This design comes from an exercise in tuning for small area, a short achievable clock period and few clock cycles on the open sky130 flow, not from production work. In this exercise RTL edits were held to simulation tests only and were not proved equivalent to the original. Power is estimated from default activity; no workload was simulated.

==> flow/design.v <==
package cnn_axi_pkg;
  localparam logic [1:0] RESP_OKAY     = 2'b00;
  localparam logic [1:0] BURST_INCR    = 2'b01;
  localparam logic [3:0] CACHE_DEFAULT = 4'b0011;
  localparam logic [2:0] SIZE_16B      = 3'b100;
endpackage
module cnn_beat_reg #(
  parameter int DW = 128,
  parameter int IW = 120
) (
  input  logic          clk_i,
  input  logic          rst_ni,
  input  logic          idle_d_i,      
  input  logic [IW-1:0] init_i,
  input  logic          hold_d_i,      
  input  logic          in_valid_i,
  output logic          in_ready_o,
  output logic          in_take_o,     
  input  logic [DW-1:0] in_data_i,
  output logic          out_valid_o,
  input  logic          out_ready_i,
  output logic [DW-1:0] data_o
);
  logic          valid_q, valid_d, ready_q, ready_d;
  logic          sel_init_q, sel_in_q, sel_hold_q;
  logic [DW-1:0] data_q;
  assign in_ready_o  = ready_q;
  assign out_valid_o = valid_q;
  assign data_o      = data_q;
  assign in_take_o = sel_in_q;
  assign valid_d = valid_q ? ~out_ready_i : (in_valid_i & sel_in_q);
  assign ready_d = ~valid_d & ~hold_d_i;
  always_ff @(posedge clk_i or negedge rst_ni) begin
    if (!rst_ni) begin
      valid_q    <= 1'b0;
      ready_q    <= 1'b0;
      sel_init_q <= 1'b1;
      sel_in_q   <= 1'b0;
      sel_hold_q <= 1'b0;
    end else begin
      valid_q    <= valid_d;
      ready_q    <= ready_d;
      sel_init_q <= idle_d_i;
      sel_in_q   <= ready_d & ~idle_d_i;
      sel_hold_q <= ~ready_d;
    end
  end
  always_ff @(posedge clk_i) begin
    data_q <= (in_data_i & {DW{sel_in_q}})
            | ({{(DW-IW){1'b0}}, init_i} & {DW{sel_init_q}})
            | (data_q & {DW{sel_hold_q}});
  end
endmodule
module cnn_axi_burst_master #(
  parameter int C_M_AXI_ID_WIDTH   = 12,
  parameter int C_M_AXI_ADDR_WIDTH = 64,
  parameter int C_M_AXI_DATA_WIDTH = 128,
  parameter int BURST_LEN          = 16,
  parameter int ID_VALUE           = 0
) (
  input  logic                            M_AXI_ACLK,
  input  logic                            M_AXI_ARESETN,
  input  logic                            INIT_AXI_TXN,
  input  logic [C_M_AXI_ADDR_WIDTH-1:0]   input_Addr_Offset,
  input  logic [C_M_AXI_ADDR_WIDTH-1:0]   output_Addr_Offset,
  output logic                            TXN_DONE,
  output logic                            ERROR,
  output logic [C_M_AXI_ID_WIDTH-1:0]     M_AXI_ARID,
  output logic [C_M_AXI_ADDR_WIDTH-1:0]   M_AXI_ARADDR,
  output logic [7:0]                      M_AXI_ARLEN,
  output logic [2:0]                      M_AXI_ARSIZE,
  output logic [1:0]                      M_AXI_ARBURST,
  output logic                            M_AXI_ARLOCK,
  output logic [3:0]                      M_AXI_ARCACHE,
  output logic [2:0]                      M_AXI_ARPROT,
  output logic [3:0]                      M_AXI_ARQOS,
  output logic                            M_AXI_ARVALID,
  input  logic                            M_AXI_ARREADY,
  input  logic [C_M_AXI_ID_WIDTH-1:0]     M_AXI_RID,
  input  logic [C_M_AXI_DATA_WIDTH-1:0]   M_AXI_RDATA,
  input  logic [1:0]                      M_AXI_RRESP,
  input  logic                            M_AXI_RLAST,
  input  logic                            M_AXI_RVALID,
  output logic                            M_AXI_RREADY,
  output logic [C_M_AXI_ID_WIDTH-1:0]     M_AXI_AWID,
  output logic [C_M_AXI_ADDR_WIDTH-1:0]   M_AXI_AWADDR,
  output logic [7:0]                      M_AXI_AWLEN,
  output logic [2:0]                      M_AXI_AWSIZE,
  output logic [1:0]                      M_AXI_AWBURST,
  output logic                            M_AXI_AWLOCK,
  output logic [3:0]                      M_AXI_AWCACHE,
  output logic [2:0]                      M_AXI_AWPROT,
  output logic [3:0]                      M_AXI_AWQOS,
  output logic                            M_AXI_AWVALID,
  input  logic                            M_AXI_AWREADY,
  output logic [C_M_AXI_DATA_WIDTH-1:0]   M_AXI_WDATA,
  output logic [C_M_AXI_DATA_WIDTH/8-1:0] M_AXI_WSTRB,
  output logic                            M_AXI_WLAST,
  output logic                            M_AXI_WVALID,
  input  logic                            M_AXI_WREADY,
  input  logic [C_M_AXI_ID_WIDTH-1:0]     M_AXI_BID,
  input  logic [1:0]                      M_AXI_BRESP,
  input  logic                            M_AXI_BVALID,
  output logic                            M_AXI_BREADY
);
  localparam int CW = (BURST_LEN > 1) ? $clog2(BURST_LEN) : 1;
  localparam logic [CW-1:0] LAST_BEAT = CW'(BURST_LEN - 1);
  localparam int LO = $clog2(C_M_AXI_DATA_WIDTH / 8);    
  logic busy_q, busy_d, done_q, err_q, arvalid_q, awvalid_q, bwait_q, wlast_q;
  logic [CW-1:0] rcnt_q;
  localparam int IW = C_M_AXI_ADDR_WIDTH - LO;
  logic [C_M_AXI_DATA_WIDTH-1:0] buf_data;
  logic arvalid_d, awvalid_d;
  logic start, bad_in, bad_out, bad;
  logic r_hs, w_hs, b_hs, r_bad, r_last;
  logic wvalid, rready, r_take;
  logic unused_ids;
  assign unused_ids = ^{M_AXI_RID, M_AXI_BID};
  assign bad_in  = (|input_Addr_Offset[LO-1:0])
                 | ((&input_Addr_Offset[11:8]) & (|input_Addr_Offset[7:LO]));
  assign bad_out = (|output_Addr_Offset[LO-1:0])
                 | ((&output_Addr_Offset[11:8]) & (|output_Addr_Offset[7:LO]));
  assign bad     = bad_in | bad_out;
  assign start   = INIT_AXI_TXN & ~busy_q;
  assign r_hs   = M_AXI_RVALID & r_take;
  assign w_hs   = wvalid & M_AXI_WREADY;
  assign b_hs   = M_AXI_BVALID & bwait_q;
  assign r_last = (rcnt_q == LAST_BEAT);
  assign r_bad  = (M_AXI_RRESP != cnn_axi_pkg::RESP_OKAY)
                | (M_AXI_RLAST != r_last);
  cnn_beat_reg #(.DW(C_M_AXI_DATA_WIDTH), .IW(2 * IW)) u_buf (
    .clk_i       (M_AXI_ACLK),
    .rst_ni      (M_AXI_ARESETN),
    .idle_d_i    (~busy_d),
    .init_i      ({output_Addr_Offset[C_M_AXI_ADDR_WIDTH-1:LO],
                   input_Addr_Offset[C_M_AXI_ADDR_WIDTH-1:LO]}),
    .hold_d_i    (arvalid_d | awvalid_d),
    .in_valid_i  (M_AXI_RVALID),
    .in_ready_o  (rready),
    .in_take_o   (r_take),
    .in_data_i   (M_AXI_RDATA),
    .out_valid_o (wvalid),
    .out_ready_i (M_AXI_WREADY),
    .data_o      (buf_data)
  );
  assign M_AXI_RREADY  = rready;
  assign M_AXI_WVALID  = wvalid;
  assign M_AXI_WDATA   = buf_data;
  assign M_AXI_WLAST   = wlast_q;
  assign M_AXI_WSTRB   = '1;
  assign M_AXI_BREADY  = bwait_q;
  assign M_AXI_ARVALID = arvalid_q;
  assign M_AXI_AWVALID = awvalid_q;
  assign TXN_DONE      = done_q;
  assign ERROR         = err_q;
  assign M_AXI_ARID    = C_M_AXI_ID_WIDTH'(ID_VALUE);
  assign M_AXI_ARADDR  = {buf_data[IW-1:0], LO'(0)};
  assign M_AXI_ARLEN   = 8'(BURST_LEN - 1);
  assign M_AXI_ARSIZE  = cnn_axi_pkg::SIZE_16B;
  assign M_AXI_ARBURST = cnn_axi_pkg::BURST_INCR;
  assign M_AXI_ARLOCK  = 1'b0;
  assign M_AXI_ARCACHE = cnn_axi_pkg::CACHE_DEFAULT;
  assign M_AXI_ARPROT  = 3'b000;
  assign M_AXI_ARQOS   = 4'd0;
  assign M_AXI_AWID    = C_M_AXI_ID_WIDTH'(ID_VALUE);
  assign M_AXI_AWADDR  = {buf_data[2*IW-1:IW], LO'(0)};
  assign M_AXI_AWLEN   = 8'(BURST_LEN - 1);
  assign M_AXI_AWSIZE  = cnn_axi_pkg::SIZE_16B;
  assign M_AXI_AWBURST = cnn_axi_pkg::BURST_INCR;
  assign M_AXI_AWLOCK  = 1'b0;
  assign M_AXI_AWCACHE = cnn_axi_pkg::CACHE_DEFAULT;
  assign M_AXI_AWPROT  = 3'b000;
  assign M_AXI_AWQOS   = 4'd0;
  assign busy_d    = start | (busy_q & ~done_q);
  assign arvalid_d = (start & ~bad) | (arvalid_q & ~M_AXI_ARREADY);
  assign awvalid_d = (start & ~bad) | (awvalid_q & ~M_AXI_AWREADY);
  always_ff @(posedge M_AXI_ACLK or negedge M_AXI_ARESETN) begin
    if (!M_AXI_ARESETN) begin
      busy_q    <= 1'b0;
      done_q    <= 1'b0;
      err_q     <= 1'b0;
      arvalid_q <= 1'b0;
      awvalid_q <= 1'b0;
      bwait_q   <= 1'b0;
      wlast_q   <= 1'b0;
      rcnt_q    <= '0;
    end else begin
      busy_q    <= busy_d;
      done_q    <= (start & bad) | b_hs;
      arvalid_q <= arvalid_d;
      awvalid_q <= awvalid_d;
      bwait_q   <= (bwait_q & ~M_AXI_BVALID) | (w_hs & wlast_q);
      if (start)
        err_q <= bad;
      else if ((r_hs & r_bad) | (b_hs & (M_AXI_BRESP != cnn_axi_pkg::RESP_OKAY)))
        err_q <= 1'b1;
      if (r_hs) begin
        rcnt_q  <= rcnt_q + 1'b1;
        wlast_q <= r_last;
      end
    end
  end
endmodule
==> flow/config.mk <==
export PLATFORM = sky130hd
export DESIGN_NAME = cnn_axi_burst_master
export DESIGN_NICKNAME = cnn_axi_burst_master
export VERILOG_FILES = /design/flow/design.v
export SDC_FILE = /design/flow/constraint.sdc
export NUM_CORES = 4
export LEC_CHECK = 0
export CAP_MARGIN = 20
export CORE_AREA = 2.5 2.5 127.5 127.5
export DIE_AREA = 0 0 130 130
export SETUP_SLACK_MARGIN = 3.3
export SLEW_MARGIN = 20
==> flow/constraint.sdc <==
create_clock -name core_clock -period 5.5 [get_ports {M_AXI_ACLK}]
set_input_delay 1.1000 -clock core_clock [delete_from_list [all_inputs] [get_ports {M_AXI_ACLK}]]
set_output_delay 1.1000 -clock core_clock [all_outputs]
set_load 0.01 [all_outputs]
standard.sh (not shown) runs the stock make flow with config.mk's settings and CLKGATE_MAP_FILE= SYNTH_SCRIPT=/design/flow/synth_recipe.tcl, a recipe that flattens the netlist after the stock synthesis.
==> flow/flow/run.sh <==
#!/bin/bash
# Standard ORFS layout with these changes: ports are buffered with the
# smallest plain buffer instead of the default delay buffer; one tie cell
# of each kind drives all constant outputs; pins sit one track apart
# (the die is small), with the clock pin placed alone mid left edge; CTS
# adds no dummy clock loads, clusters more sinks per leaf buffer, and
# uses a clkbuf_16 root and clkbuf_4 leaves.
set -euo pipefail
HERE=$(cd "$(dirname "$0")" && pwd)
export BUFFER_PORTS_ARGS="-buffer_cell sky130_fd_sc_hd__buf_1"
export SKIP_REPAIR_TIE_FANOUT=1
export IO_CONSTRAINTS="$HERE/io.tcl"
export PLACE_PINS_ARGS="-min_distance 1 -min_distance_in_tracks -exclude left:62-68"
export CTS_ARGS='-sink_clustering_enable -repair_clock_nets -dont_use_dummy_load -sink_clustering_size 30 -sink_clustering_max_diameter 150 -root_buf sky130_fd_sc_hd__clkbuf_16 -buf_list {sky130_fd_sc_hd__clkbuf_4}'
bash standard.sh > standard.log 2>&1
==> flow/flow/io.tcl <==
# Put the clock pin in the middle of the left edge; place_pins keeps the
# other pins out of a band around it (PLACE_PINS_ARGS -exclude).
place_pin -pin_name M_AXI_ACLK -layer met3 -location {0 65} -force_to_die_boundary
Testbench counts at the start, summed over its fixed seeds: cycles 13,992.
==> next run, changes <==
--- a/flow/flow/run.sh
+++ b/flow/flow/run.sh
@@ -6,3 +6,3 @@
 # adds no dummy clock loads, clusters more sinks per leaf buffer, and
-# uses a clkbuf_16 root and clkbuf_4 leaves.
+# uses a clkbuf_16 root and clkbuf_8 leaves.
 set -euo pipefail
@@ -13,3 +13,3 @@
 export PLACE_PINS_ARGS="-min_distance 1 -min_distance_in_tracks -exclude left:62-68"
-export CTS_ARGS='-sink_clustering_enable -repair_clock_nets -dont_use_dummy_load -sink_clustering_size 30 -sink_clustering_max_diameter 150 -root_buf sky130_fd_sc_hd__clkbuf_16 -buf_list {sky130_fd_sc_hd__clkbuf_4}'
+export CTS_ARGS='-sink_clustering_enable -repair_clock_nets -dont_use_dummy_load -sink_clustering_size 30 -sink_clustering_max_diameter 150 -root_buf sky130_fd_sc_hd__clkbuf_16 -buf_list {sky130_fd_sc_hd__clkbuf_8}'
 bash standard.sh > standard.log 2>&1
Maximum frequency climbs slightly.
Sequential share of layout area came out lower by 0.53 points.
Non-clock buffer count does not change.
Power grows by a few percent.
Die area stays the same.
Routed wire length is higher slightly.
Register-to-register slack hardly moves.
Via count went up slightly.
Flip-flop and latch count is unchanged.
Synthesized area does not change.
Combinational power barely changes.

## port drivers added, routing unchanged
How much do the figures lean on ideal ports? The routed layouts below were timed once more, with nothing changed but the port constraints. Step 1 sets driving cells, clkbuf_16 on the clock port and buf_2 on the other inputs (assumed; they add their load-dependent delay and slew). Step 2 adds t to the input delays and takes it off the output delays; t is the mean of the earliest and latest rising clock arrival at the registers after step 1. Input paths then give back, and output paths get back, about the clock's delay inside the block. Three values: ideal, step 1, step 2; two values: the first two.
| run | t (ns) | setup slack, ns | worst slew at a driven data input, ns |
|---|---|---|---|
| the first run | 0.382 | 3.426 / 3.395 / 3.291 | 0.08 |
| the second run | 0.387 | 3.438 / 3.406 / 3.283 | 0.09 |
After both steps every run listed still meets setup and hold. The setup slack of the second run, which loses most, moves by -0.032 ns with the drivers and by -0.155 ns with both steps.
